From an optimization exercise on the open Yosys and OpenROAD flow, aimed at small area, a short achievable clock period and few clock cycles per item; shortcuts taken in it are not production practice. Only simulation tests tie the RTL to the original design; equivalence was not proved. Power figures rest on the tool's default switching activity, not on a simulated workload.

`config.mk`:
```
export PLATFORM = sky130hd
export DESIGN_NAME = positional_list_insert_remove_top
export DESIGN_NICKNAME = positional_list_insert_remove_top
export VERILOG_FILES = /design/flow/design.v
export SDC_FILE = /design/flow/constraint.sdc
export NUM_CORES = 4
export LEC_CHECK = 0
export CAP_MARGIN = 20
export CORE_MARGIN = 2
export CORE_UTILIZATION = 40
export CTS_CLUSTER_SIZE = 30
export SETUP_SLACK_MARGIN = 2.5
export SLEW_MARGIN = 20
export TNS_END_PERCENT = 5
```
`constraint.sdc`:
```
create_clock -name core_clock -period 5.0 [get_ports {clk}]
set_input_delay 1.0000 -clock core_clock [delete_from_list [all_inputs] [get_ports {clk}]]
set_output_delay 1.0000 -clock core_clock [all_outputs]
set_load 0.01 [all_outputs]
```
`design.v`:
```
`default_nettype none
package plr_pkg;
  localparam int POS_W     = 5;
  localparam int VAL_W     = 32;
  localparam int CNT_OUT_W = 5;
  localparam int DEPTH_DEF = 16;
endpackage
`default_nettype wire
`default_nettype none
module plr_ram #(
  parameter int WIDTH = 32,
  parameter int DEPTH = 16
) (
  input  logic                     clk,
  input  logic                     wr_en,
  input  logic [$clog2(DEPTH)-1:0] wr_addr,
  input  logic [WIDTH-1:0]         wr_data,
  input  logic                     rd_en,
  input  logic [$clog2(DEPTH)-1:0] rd_addr,
  output logic [WIDTH-1:0]         rd_data
);
  logic [WIDTH-1:0] mem_r [DEPTH];
  always_ff @(posedge clk) begin
    if (wr_en) begin
      mem_r[wr_addr] <= wr_data;
    end
    if (rd_en) begin
      rd_data <= mem_r[rd_addr];
    end
  end
endmodule
`default_nettype wire
`default_nettype none
module positional_list_insert_remove_top (
  input  logic                                clk,
  input  logic                                rst_n,
  input  logic                                in_valid,
  output logic                                in_ready,
  input  logic                                in_command,
  input  logic [plr_pkg::POS_W-1:0]           in_position,
  input  logic signed [plr_pkg::VAL_W-1:0]    in_new_value,
  output logic                                out_valid,
  input  logic                                out_ready,
  output logic                                out_success,
  output logic signed [plr_pkg::VAL_W-1:0]    out_removed_value,
  output logic [plr_pkg::CNT_OUT_W-1:0]       out_entry_count
);
  localparam int D  = plr_pkg::DEPTH_DEF;
  localparam int W  = plr_pkg::VAL_W;
  localparam int CW = plr_pkg::CNT_OUT_W;
  logic          in_ready_r;
  logic          ir_v, ir_ins;
  logic [D-1:0]  ir_ge;
  logic [W-1:0]  ir_val;
  logic          en_ins, en_rem;
  logic [W-1:0]  ent [D];
  logic [D-1:0]  live;           
  logic [CW-1:0] count;
  logic          out_v, out_s;
  logic [W-1:0]  out_rv;
  logic [CW-1:0] out_c;
  logic          sk_v, sk_s;
  logic [W-1:0]  sk_rv;
  logic [CW-1:0] sk_c;
  logic          ex;
  logic          ins_ok, rem_ok;
  logic [D-1:0]  ge_lo;          
  logic [D-1:0]  eq;
  logic [D-1:0]  s_hold, s_up, s_val, s_dn;
  logic [W-1:0]  rv;
  logic [CW-1:0] new_count;
  assign ex    = ir_v & ~sk_v;
  assign ge_lo = {ir_ge[D-2:0], 1'b0};
  assign eq    = ir_ge & ~ge_lo;
  assign ins_ok = en_ins & (&(ir_ge | live));
  assign rem_ok = en_rem & (|(ir_ge & live));
  always_comb begin
    rv = '0;
    for (int i = 0; i < D; i++)
      rv = rv | ({W{en_rem & eq[i] & live[i]}} & ent[i]);
  end
  always_comb begin
    new_count = count;
    if (ins_ok) new_count = count + CW'(1);
    if (rem_ok) new_count = count - CW'(1);
  end
  assign s_up   = {D{en_ins}} & ge_lo;
  assign s_val  = {D{en_ins}} & eq;
  assign s_dn   = {1'b0, {(D-1){en_rem}} & ir_ge[D-2:0]};
  assign s_hold = ~(s_up | s_val | s_dn);
  always_ff @(posedge clk) begin
    for (int i = 0; i < D; i++) begin
      ent[i] <= ({W{s_hold[i]}} & ent[i])
              | ({W{s_up[i]}}   & ent[(i + D - 1) % D])
              | ({W{s_val[i]}}  & ir_val)
              | ({W{s_dn[i]}}   & ent[(i + 1) % D]);
    end
  end
  logic         ir_v_n, ir_ins_n, sk_v_n;
  logic [D-1:0] live_n;
  assign ir_v_n   = in_ready_r ? in_valid : ir_v;
  assign ir_ins_n = in_ready_r ? ~in_command : ir_ins;
  assign sk_v_n   = sk_v ? ~out_ready : ex & out_v & ~out_ready;
  always_comb begin
    live_n = live;
    if (ins_ok) live_n = {live[D-2:0], 1'b1};
    if (rem_ok) live_n = {1'b0, live[D-1:1]};
  end
  always_ff @(posedge clk) begin
    if (!rst_n) begin
      in_ready_r <= 1'b1;
      ir_v       <= 1'b0;
      en_ins     <= 1'b0;
      en_rem     <= 1'b0;
      count      <= '0;
      live       <= '0;
      out_v      <= 1'b0;
      sk_v       <= 1'b0;
    end else begin
      in_ready_r <= ~(ir_v_n & sk_v_n);
      ir_v       <= ir_v_n;
      en_ins     <= ir_v_n & ir_ins_n & ~sk_v_n & ~live_n[D-1];
      en_rem     <= ir_v_n & ~ir_ins_n & ~sk_v_n;
      count      <= new_count;
      live       <= live_n;
      out_v      <= sk_v | ex | (out_v & ~out_ready);
      sk_v       <= sk_v_n;
    end
  end
  always_ff @(posedge clk) begin
    if (in_ready_r) begin
      ir_ins <= ~in_command;
      for (int i = 0; i < D; i++) ir_ge[i] <= (in_position <= 5'(i));
      ir_val <= in_new_value;
    end
    if (!out_v || out_ready) begin
      out_s  <= sk_v ? sk_s  : (ins_ok | rem_ok);
      out_rv <= sk_v ? sk_rv : rv;
      out_c  <= sk_v ? sk_c  : new_count;
    end
    if (!sk_v) begin
      sk_s  <= ins_ok | rem_ok;
      sk_rv <= rv;
      sk_c  <= new_count;
    end
  end
  assign in_ready          = in_ready_r;
  assign out_valid         = out_v;
  assign out_success       = out_s;
  assign out_removed_value = out_rv;
  assign out_entry_count   = out_c;
endmodule
`default_nettype wire
```
`run.sh`:
```
#!/bin/bash
# synth_recipe.tcl (not shown) runs the flow's synth.tcl, then flattens the netlist and writes it again
# the make line also repeats each setting of config.mk as NAME=value (left out here)
make -C /OpenROAD-flow-scripts/flow DESIGN_CONFIG=/design/flow/config.mk WORK_HOME=/design/flow/orfs CLKGATE_MAP_FILE= SYNTH_SCRIPT=/design/flow/synth_recipe.tcl finish
```
==> impl_metrics.ini <==
[worst_setup_path]
critPathMaxFanout = 34
cp-end-kind = flip-flop
crit_required_ps = 5550
start_kind = flip-flop
critPathSlowestCell = nor2_4
max_stage_delay_ps = 880
path_class = reg -> reg
crit_chain = and2_2 > buf_4 > nor2_4 > buf_4 > nand2_1 > nand2_1
arrival_ps = 3240

[run]
drv_cap = 0

[timing]
fin_crit_ps = 2690
max_freq_ghz = 0.372
setup_tns_ps = 0
relSlewSlack_pct = 27.2
finalMaxSlewViolations = 0
hold_ws_ps = 463
finalCritPeriodShare_pct = 53.7
final-setup-viol-count = 0
rsz0062_at_grt = yes
worst_pin_slew_ps = 1090
fin_skew_ps = 30.2
hold_violations = 0

[floorplan]
initial_core_util_pct = 40.4
dieArea_um2 = 74600
rows = 98
ios = 82
core_um2 = 71600
fp.dieH_um = 273
die_width_um = 273

[drt]
via_per_inst = 7.34
dr.pass1.iters = 15
wl_met3_um = 22500
topRoutingLayerUsed = met5
drt_iter0_markers = 7792
wl_per_cell_um = 33.9
wl_met1_um = 47400
vias = 30000
antenna_left = 0
wirelength_um = 139000
wl_met2_um = 56800
drc = 0

[clock_network]
clockBufferDepth = 3
cts_tree = built
cts_root_buffer = clkbuf_16
hold_buffers = 0
cts_buffers = 73
clk_latency_ps = 640
htreeDepth = 3
clk_pin_slew_ps = 60
clock-sinks = 664

[final_layout]
layout-drive-gt1-share_pct = 11.5
nets = 3120
instances_no_fill = 4094
area_growth_pct = 15.1
fin_util_pct = 46.5

[yosys]
postSynthCellCount = 3133
synthesis.area_um2 = 29000
synthMuxAreaShare_pct = 1.80
syn_avg_cell_area_um2 = 9.24
async_reset_ff_share_pct = 0
synth-edff-count = 86
synth-xor-area-share_pct = 0.121
ys_seq_area_share_pct = 48.9
yosysUniqueCellTypes = 49
synthFlopType = dfxtp_1
synth_compound_area_share_pct = 27.4
yosysWarnings = 2
synth_seq_cells = 664
synthAdderAreaFrac_pct = 0.0864
synth_simple_gate_area_share_pct = 16.5
synth_top_family_by_area = compound AO/OA/AOI/OAI gates
synth_fp_nets = 3177

[power_and_ir_drop]
vdd_drop_max_v = 0.000264
leakage_nw = 13.8
p_per_area_nw_per_um2 = 472

[global_route]
grt_pass1_wl_um = 196000
grt_max_degree = 55
antenna_found_initial = 6
grt_pass1_vias = 28200
grt_usage_pct = 35.8
grt_overflow = 0

[status]
status = no timing/DRC/antenna violations

[placement]
gp_congestion = 0.917
placedCellCount = 3913
portBuffers = 81
dpl.hpwl_um = 72100

[min_path]
hp-class = reg -> reg
[worst max-delay path, delay by kind of cell, from the launching register on]
family / cells / cell delay (ps)
buffers and inverters: 2 / 790
DFF: 1 / 480
and+or+nand+nor: 4 / 1310
[routing by layer]
| metal | vias to the layer above | global-route usage (%) |
|---|---|---|
| met5 | - | 0.449 |
| met1 | 14000 | 43.8 |
| met4 | 2 | 26.6 |
| met2 | 3031 | 52.2 |
| met3 | 847 | 12.2 |
| li1 | 12100 | - |
[flip-flops by register name (all words and copies together), names as in the netlist]
register / cells
ir_ins: 1
live: 16
en_rem: 1
en_ins: 1
ir_val: 32
out_rv: 32
sk_s: 1
count: 5
ent: 512
in_ready_r: 1
out_v: 1
out_s: 1
sk_rv: 32
out_c: 5
sk_c: 5
sk_v: 1
ir_v: 1
ir_ge: 16
[metrics by stage]
stage / cell area (um^2) / total power, W / setup WS (ps)
2_1_floorplan: 29000 / 0.00917 / 2550
3_3_place_gp: 30500 / 0.0100 / 1840
3_5_place_dp: 30500 / 0.0101 / 1810
4_1_cts: 33300 / 0.0156 / 2300
5_1_grt: 33300 / 0.0163 / 2340
6_report: 33300 / 0.0157 / 2310
[cells in the final DEF (no fill, tap or decap), types with 4 or more instances in the layout]
cell / Yosys / final
clkdlybuf4s50_1: 0 / 78
nand3b_1: 32 / 32
and2_2: 0 / 27
inv_1: 9 / 8
inv_6: 0 / 4
o22ai_1: 40 / 40
clkbuf_16: 0 / 74
and3b_2: 0 / 4
mux2i_1: 16 / 16
nor3_2: 0 / 11
clkbuf_1: 285 / 21
a222oi_1: 448 / 448
dfxtp_1: 578 / 574
buf_6: 17 / 8
a22o_1: 125 / 125
a221oi_1: 124 / 123
nand4_1: 36 / 36
a21oi_1: 55 / 55
o21ai_0: 57 / 56
edfxtp_1: 86 / 86
nand2_1: 971 / 970
a22oi_1: 46 / 46
nor2_4: 0 / 4
clkinv_1: 1 / 4
xnor2_1: 4 / 4
mux2_2: 32 / 32
nor2_1: 23 / 20
clkbuf_8: 0 / 18
buf_4: 1 / 114
nor3_1: 19 / 6
nor2b_4: 0 / 14
diode_2: 0 / 7
clkinv_2: 0 / 11
and3b_4: 0 / 11
[final cells by class]
type	count	area [um^2]
Tap cell	950	1190
Clock inverter	23	236
Fill cell	6620	38300
Antenna cell	7	17.5
Sequential cell	664	14200
Timing Repair Buffer	207	1840
Clock buffer	113	2180
Multi-Input combinational cell	2120	13700
Inverter	10	37.5
[logic make-up (layout without fill, tap and decap cells)]
| logic type | Yosys count | after routing |
|---|---|---|
| simple gates | 1153 | 1158 |
| compound gates | 908 | 908 |
| flops | 664 | 664 |
| buf+inv | 354 | 353 |
| mux | 48 | 48 |
| xor+xnor | 4 | 4 |
| fa+ha+maj | 2 | 2 |
| other cells | 0 | 7 |
[worst paths after layout]
check | start | to | slack [ps] | cells after the start
setup / recovery | en_ins | ent[14][14] | 2310 | 6
hold / removal | ent[0][26] | ent[0][26] | 460 | 2
setup reg to reg | en_ins | ent[14][14] | 2310 | 6
hold reg to reg | ent[0][26] | ent[0][26] | 460 | 2
[what timing repair did]
item | CTS | global route
setup endpoints to repair | 608 | 106
gates cloned | 5 | 0
pin swaps | 3 | 0
gates resized for setup | 32 | 3
setup buffers | 33 | 0
[power by group]
group | internal (W) | switching [W] | total (W) | leakage, nW
Combinational | 0.000723 | 0.000961 | 0.00168 | 6.84
Clock | 0.00317 | 0.00231 | 0.00548 | 1.19
Sequential | 0.00681 | 0.00174 | 0.00856 | 5.76
[synth_stat cells (3+ instances only)]
master    instances  share of area (%)
xnor2_1           4               0.12
and2_1           29               0.63
edfxtp_1         86                8.9
inv_1             9               0.12
o21a_1            3              0.078
nand2_1         971                 13
buf_6            17               0.66
clkbuf_1        285                3.7
buf_1             9               0.12
nand4_1          36               0.78
o22ai_1          40               0.86
nor2b_1          13               0.28
nor2_1           23               0.30
nor3_1           19               0.33
mux2_2           32                1.2
dfxtp_1         578                 40
o21ai_0          57               0.99
a22o_1          125                3.8
nand3b_1         32               0.83
and3b_1          14               0.42
nand3_1           3              0.052
a221oi_1        124                3.8
a22oi_1          46                1.2
buf_2            32               0.55
a222oi_1        448                 15
a21oi_1          55               0.95
mux2i_1          16               0.55
Testbench counts, summed over its fixed seeds: cycles 4,020, items 4,000.

## afterwards: timing with drivers on the ports
The flow's constraints put no driver on any port. The routed layout listed below was extracted and timed again, unchanged, in two steps. Step 1, drivers: a clkbuf_16 drives clk and a buf_2 each remaining input, both assumed. Step 2, shift: input delay + t, output delay - t, t = (earliest + latest rising clock arrival at the registers) / 2. This alone moves slack from input paths to output paths. Slacks: ideal / step 1 / step 2; pairs: ideal / step 1.
shift t [ns]: 0.691
setup WS [ns]: 2.314 / 2.260 / 1.905
slew at the worst register clock pin (ns): 0.07 / 0.07
worst slew at a driven data input, ns: 0.07
cell pins on the clock port's net: 1
After both steps this run still meets setup and hold. For this run, drivers alone change the setup slack by -0.054 ns; drivers and shift together by -0.409 ns.
